Background: an optimization exercise with open tools, aiming at small area, a short achievable clock period and few clock cycles per item. Do not read the settings as production practice. Function was checked by simulation only, so behaviour that the tests miss may differ from the original. Power is estimated from default activity; no workload was simulated.

== east ==
==> flow/design.v (excerpt) <==
module sfu_stream #(
  parameter int LANES      = 16,
  parameter int IN_W       = 8,
  parameter int DATA_W     = 16,
  parameter int FRAC_SHIFT = 4,
  parameter int CNT_W      = 16
) (
  input  logic                    clk,
  input  logic                    rst_n,
  input  logic                    in_valid,
  output logic                    in_ready,
  input  logic [LANES*IN_W-1:0]   in_q,
  input  logic [LANES-1:0]        in_obm,
  input  logic [LANES*DATA_W-1:0] in_odelta,
  input  logic [LANES-1:0]        in_sign,
  input  logic [LANES*DATA_W-1:0] in_xprev,
  input  logic                    in_last,
  input  logic                    cfg_relu_en,
  output logic                    out_valid,
  input  logic                    out_ready,
  output logic [LANES*DATA_W-1:0] out_x,
  output logic [LANES*DATA_W-1:0] out_relu,
  output logic [LANES-1:0]        out_ovf,
  output logic [LANES-1:0]        out_sat,
  output logic                    out_last,
  output logic                    tile_done,
  input  logic                    stat_clr,
  output logic [CNT_W-1:0]        stat_outliers,
  output logic [CNT_W-1:0]        stat_err,
  output logic [CNT_W-1:0]        stat_sat
);
clock: 8.0 ns
lec_check: 0
cap_margin: 20
core_area: 5 5 365 365
die_area: 0 0 370 370
setup_slack_margin: 4.3
slew_margin: 20
tns_end_percent: 0
standard.sh (not shown) runs the stock make flow with config.mk's settings and CLKGATE_MAP_FILE= SYNTH_SCRIPT=/design/flow/synth_recipe.tcl, a recipe that flattens the netlist after the stock synthesis.
==> flow/flow/run.sh <==
#!/bin/bash
# The standard layout, with each port buffered by a minimum-size buffer (buf_1) instead of the
# delay buffer buffer_ports picks by default; timing repair still resizes any that need it.
set -euo pipefail
export BUFFER_PORTS_ARGS="-buffer_cell sky130_fd_sc_hd__buf_1"
bash standard.sh > standard.log 2>&1
east closes out successfully: all stages finished, all timing, DRC and antenna checks passed.
Testbench counts of east, summed over its fixed seeds: cycles 9,632, items 9,600.
Modified inputs, north compared to east
- TNS_END_PERCENT: 0 -> unset
==> summary.txt <==
Looking at the reports, north completed the entire flow and the layout it produced met the timing, design-rule and antenna checks. The first-iteration DRC count of north was superior to that of east. In the flow results for north and east, the post-synthesis to final-layout area growth is smaller on east. Reported for north and east, count of flip-flops with a built-in enable after synthesis turned out identical to the last digit. Global routing usage on met3 was higher in east than in north. Across both runs, clock power was higher for north than for east. [north] clock buffer count fell 4.7% relative to east. Going from east to north, the number of gates resized after cts was found to have gone up by 103. north does worse than east on total power. Lower ratio of routed vias to standard cells was reported by east, not north.

========
The RTL this note starts from:
==> flow/design.v <==
module sfu_stream #(
  parameter int LANES      = 16,
  parameter int IN_W       = 8,
  parameter int DATA_W     = 16,
  parameter int FRAC_SHIFT = 4,
  parameter int CNT_W      = 16
) (
  input  logic                    clk,
  input  logic                    rst_n,
  input  logic                    in_valid,
  output logic                    in_ready,
  input  logic [LANES*IN_W-1:0]   in_q,
  input  logic [LANES-1:0]        in_obm,
  input  logic [LANES*DATA_W-1:0] in_odelta,
  input  logic [LANES-1:0]        in_sign,
  input  logic [LANES*DATA_W-1:0] in_xprev,
  input  logic                    in_last,
  input  logic                    cfg_relu_en,
  output logic                    out_valid,
  input  logic                    out_ready,
  output logic [LANES*DATA_W-1:0] out_x,
  output logic [LANES*DATA_W-1:0] out_relu,
  output logic [LANES-1:0]        out_ovf,
  output logic [LANES-1:0]        out_sat,
  output logic                    out_last,
  output logic                    tile_done,
  input  logic                    stat_clr,
  output logic [CNT_W-1:0]        stat_outliers,
  output logic [CNT_W-1:0]        stat_err,
  output logic [CNT_W-1:0]        stat_sat
);
  localparam int XW = LANES * DATA_W;
  localparam int HW = LANES / 2;                  
  localparam int HC = $clog2(HW + 1);             
  localparam logic [IN_W-1:0] SENTINEL = {1'b1, {(IN_W-1){1'b0}}};
  logic             inFire, outFire;
  logic             valid_q, seen_q, fresh_q, counted_q, last_q, tileDone_q;
  logic [XW-1:0]    sum_q, relu_q;
  logic [LANES-1:0] ovf_q, sat_q, obm_q, errBits;
  logic [HC-1:0]    outlLo_q, outlHi_q, errLo_q, errHi_q, satLo_q, satHi_q;
  logic [CNT_W-1:0] statOutliers_q, statErr_q, statSat_q;
  logic [XW-1:0]    sum_d, relu_d, x_o;
  logic [LANES-1:0] ovf_d, sat_d;
  function automatic logic [3:0] popcount8(input logic [7:0] v);
    logic [1:0] a0, a1, a2, a3;
    logic [2:0] b0, b1;
    a0 = 2'(v[0]) + 2'(v[1]);
    a1 = 2'(v[2]) + 2'(v[3]);
    a2 = 2'(v[4]) + 2'(v[5]);
    a3 = 2'(v[6]) + 2'(v[7]);
    b0 = 3'(a0) + 3'(a1);
    b1 = 3'(a2) + 3'(a3);
    popcount8 = 4'(b0) + 4'(b1);
  endfunction
  function automatic logic [CNT_W-1:0] satAdd(input logic [CNT_W-1:0] a, input logic [HC-1:0] b,
                                              input logic [HC-1:0] c);
    logic [CNT_W:0] s;
    s = {1'b0, a} + (CNT_W+1)'(b) + (CNT_W+1)'(c);
    satAdd = s[CNT_W] ? '1 : s[CNT_W-1:0];
  endfunction
  function automatic logic [DATA_W:0] addPrefix(input logic [DATA_W-1:0] a, input logic [DATA_W-1:0] b);
    logic [DATA_W-1:0] g, p, t, ng, np;
    logic [DATA_W:0]   s;
    int j;
    g = a & b;
    p = a ^ b;
    t = p;
    for (int l = 0; l < $clog2(DATA_W); l++) begin
      ng = g;
      np = p;
      for (int i = 0; i < DATA_W; i++)
        if ((i >> l) & 1) begin
          j = ((i >> l) << l) - 1;
          ng[i] = g[i] | (p[i] & g[j]);
          np[i] = p[i] & p[j];
        end
      g = ng;
      p = np;
    end
    s[0] = t[0];
    for (int i = 1; i < DATA_W; i++) s[i] = t[i] ^ g[i-1];
    s[DATA_W] = a[DATA_W-1] ^ b[DATA_W-1] ^ g[DATA_W-1];
    addPrefix = s;
  endfunction
  assign outFire  = valid_q & out_ready & (seen_q | in_valid);
  assign in_ready = ~valid_q | out_ready;
  assign inFire   = in_valid & in_ready;
  always_comb begin
    logic [IN_W-1:0]   q;
    logic [DATA_W-1:0] xp, d, r;
    logic [DATA_W:0]   wide;
    logic              pass, qs;
    sum_d  = '0;
    relu_d = '0;
    ovf_d  = '0;
    sat_d  = '0;
    for (int i = 0; i < LANES; i++) begin
      q    = in_q[i*IN_W +: IN_W];
      xp   = in_xprev[i*DATA_W +: DATA_W];
      ovf_d[i] = (q == SENTINEL);
      qs   = q[IN_W-1] & (|q[IN_W-2:0]);
      d    = in_obm[i] ? in_odelta[i*DATA_W +: DATA_W]
                       : {{(DATA_W-IN_W-FRAC_SHIFT+1){qs}}, q[IN_W-2:0], {FRAC_SHIFT{1'b0}}};
      pass = ~cfg_relu_en | in_sign[i];
      r    = pass ? d : '0;
      wide = addPrefix(xp, r);
      sat_d[i] = wide[DATA_W] ^ wide[DATA_W-1];
      relu_d[i*DATA_W +: DATA_W] = r;
      sum_d[i*DATA_W +: DATA_W]  = wide[DATA_W-1:0];
    end
  end
  always_comb begin
    logic [DATA_W-1:0] s;
    for (int i = 0; i < LANES; i++) begin
      s = sum_q[i*DATA_W +: DATA_W];
      x_o[i*DATA_W +: DATA_W] = sat_q[i] ? {~s[DATA_W-1], {(DATA_W-1){s[DATA_W-1]}}} : s;
    end
  end
  always_ff @(posedge clk) begin
    if (inFire) begin
      sum_q     <= sum_d;
      relu_q    <= relu_d;
      ovf_q     <= ovf_d;
      sat_q     <= sat_d;
      last_q    <= in_last;
      obm_q     <= in_obm;
    end
  end
  assign errBits = ovf_q & ~obm_q;
  always_ff @(posedge clk) begin
    outlLo_q <= popcount8(obm_q[HW-1:0]);
    outlHi_q <= popcount8(obm_q[LANES-1:HW]);
    errLo_q  <= popcount8(errBits[HW-1:0]);
    errHi_q  <= popcount8(errBits[LANES-1:HW]);
    satLo_q  <= popcount8(sat_q[HW-1:0]);
    satHi_q  <= popcount8(sat_q[LANES-1:HW]);
  end
  always_ff @(posedge clk or negedge rst_n) begin
    if (!rst_n) begin
      valid_q    <= 1'b0;
      seen_q     <= 1'b0;
      fresh_q    <= 1'b0;
      counted_q  <= 1'b0;
      tileDone_q <= 1'b0;
    end else begin
      valid_q    <= inFire | (valid_q & ~outFire);
      seen_q     <= valid_q & ~outFire;
      fresh_q    <= inFire;
      counted_q  <= fresh_q;
      tileDone_q <= outFire & last_q;
    end
  end
  always_ff @(posedge clk or negedge rst_n) begin
    if (!rst_n) begin
      statOutliers_q <= '0;
      statErr_q      <= '0;
      statSat_q      <= '0;
    end else if (stat_clr) begin
      statOutliers_q <= '0;
      statErr_q      <= '0;
      statSat_q      <= '0;
    end else if (counted_q) begin
      statOutliers_q <= satAdd(statOutliers_q, outlLo_q, outlHi_q);
      statErr_q      <= satAdd(statErr_q, errLo_q, errHi_q);
      statSat_q      <= satAdd(statSat_q, satLo_q, satHi_q);
    end
  end
  assign out_valid     = valid_q & (seen_q | in_valid);
  assign out_x         = x_o;
  assign out_relu      = relu_q;
  assign out_ovf       = ovf_q;
  assign out_sat       = sat_q;
  assign out_last      = last_q;
  assign tile_done     = tileDone_q;
  assign stat_outliers = statOutliers_q;
  assign stat_err      = statErr_q;
  assign stat_sat      = statSat_q;
endmodule
==> flow/config.mk <==
export PLATFORM = sky130hd
export DESIGN_NAME = sfu_stream
export DESIGN_NICKNAME = sfu_stream
export VERILOG_FILES = /design/flow/design.v
export SDC_FILE = /design/flow/constraint.sdc
export NUM_CORES = 4
export LEC_CHECK = 0
export CAP_MARGIN = 20
export CORE_AREA = 5 5 355 355
export DIE_AREA = 0 0 360 360
export PLACE_DENSITY = 0.75
export SETUP_SLACK_MARGIN = 4.3
export SLEW_MARGIN = 20
==> flow/constraint.sdc <==
create_clock -name core_clock -period 8.0 [get_ports {clk}]
set_input_delay 1.6000 -clock core_clock [delete_from_list [all_inputs] [get_ports {clk}]]
set_output_delay 1.6000 -clock core_clock [all_outputs]
set_load 0.01 [all_outputs]
Scripts as last shown in full above: flow/flow/run.sh
The first run ran to the end with no violations.
Testbench counts at the start, summed over its fixed seeds: cycles 9,632, items 9,600.
Change:
Settings changed: CORE_AREA 5 5 355 355 to 5 5 365 365, CTS_BUF_LIST from default to sky130_fd_sc_hd__clkbuf_4 sky130_fd_sc_hd__clkbuf_8, DIE_AREA 0 0 360 360 to 0 0 370 370, PLACE_DENSITY 0.75 to default, SETUP_SLACK_MARGIN 4.3 to 4.1.
Result: Total power is lower by 6.1%. Cell count is higher by 1.0%. Routed wire length is lower by 7.8%.
Change:
Settings changed: CTS_CLUSTER_DIAMETER from default to 40, CTS_CLUSTER_SIZE from default to 10, SETUP_SLACK_MARGIN 4.1 to 4.3.
After rerunning: The new run finished with timing, DRC and antenna clean. Power rises by 6.7%. Global-route usage drops by 0.35 points. Synthesized cell count stays the same.
Change:
Settings changed: GPL_ROUTABILITY_DRIVEN from default to 0.
Power goes down by a few percent.
Die area stays the same.
Design area goes down slightly.
Worst setup slack improves by 0.016 ns.
Sequential share of layout area goes up by 0.28 points.
Wire length goes down slightly.
Fmax goes up slightly.
Via count goes up slightly.

## afterwards: timing with drivers on the ports
The results above use ideal ports. As a check the final layouts listed here were re-extracted and re-timed, cells and wires unchanged. Step 1 sets driving cells, clkbuf_16 on the clock port and buf_2 on the other inputs (assumed; they add their load-dependent delay and slew). Step 2 moves the port delays by t, midway between the first and last clock arrival at a register: inputs arrive t later, outputs are due t later. That takes back most of the time a late clock gives input paths. a / b / c = ideal ports / drivers / drivers and shift; a / b = the first two.
| run | t (ns) | setup WS [ns] | worst setup path after step 2 | worst slew at a driven data input, ns |
|---|---|---|---|---|
| east | 0.754 | 3.783 / 3.725 / 3.086 | input to register | 0.35 |
| north | 0.734 | 4.323 / 4.290 / 3.557 | input to register | 0.20 |
| the first run of note 2 | 0.740 | 4.094 / 3.964 / 3.224 | input to register | 0.34 |
| the second run of note 2 | 0.903 | 4.096 / 4.093 / 3.234 | input to register | 0.23 |
| the third run of note 2 | 0.883 | 4.268 / 4.123 / 3.240 | input to register | 0.27 |
| the fourth run of note 2 | 0.891 | 4.283 / 4.078 / 3.187 | input to register | 0.31 |
After both steps setup and hold are still met in every run listed. The setup slack of the fourth run of note 2, which loses most, moves by -0.205 ns with the drivers and by -1.096 ns with both steps.
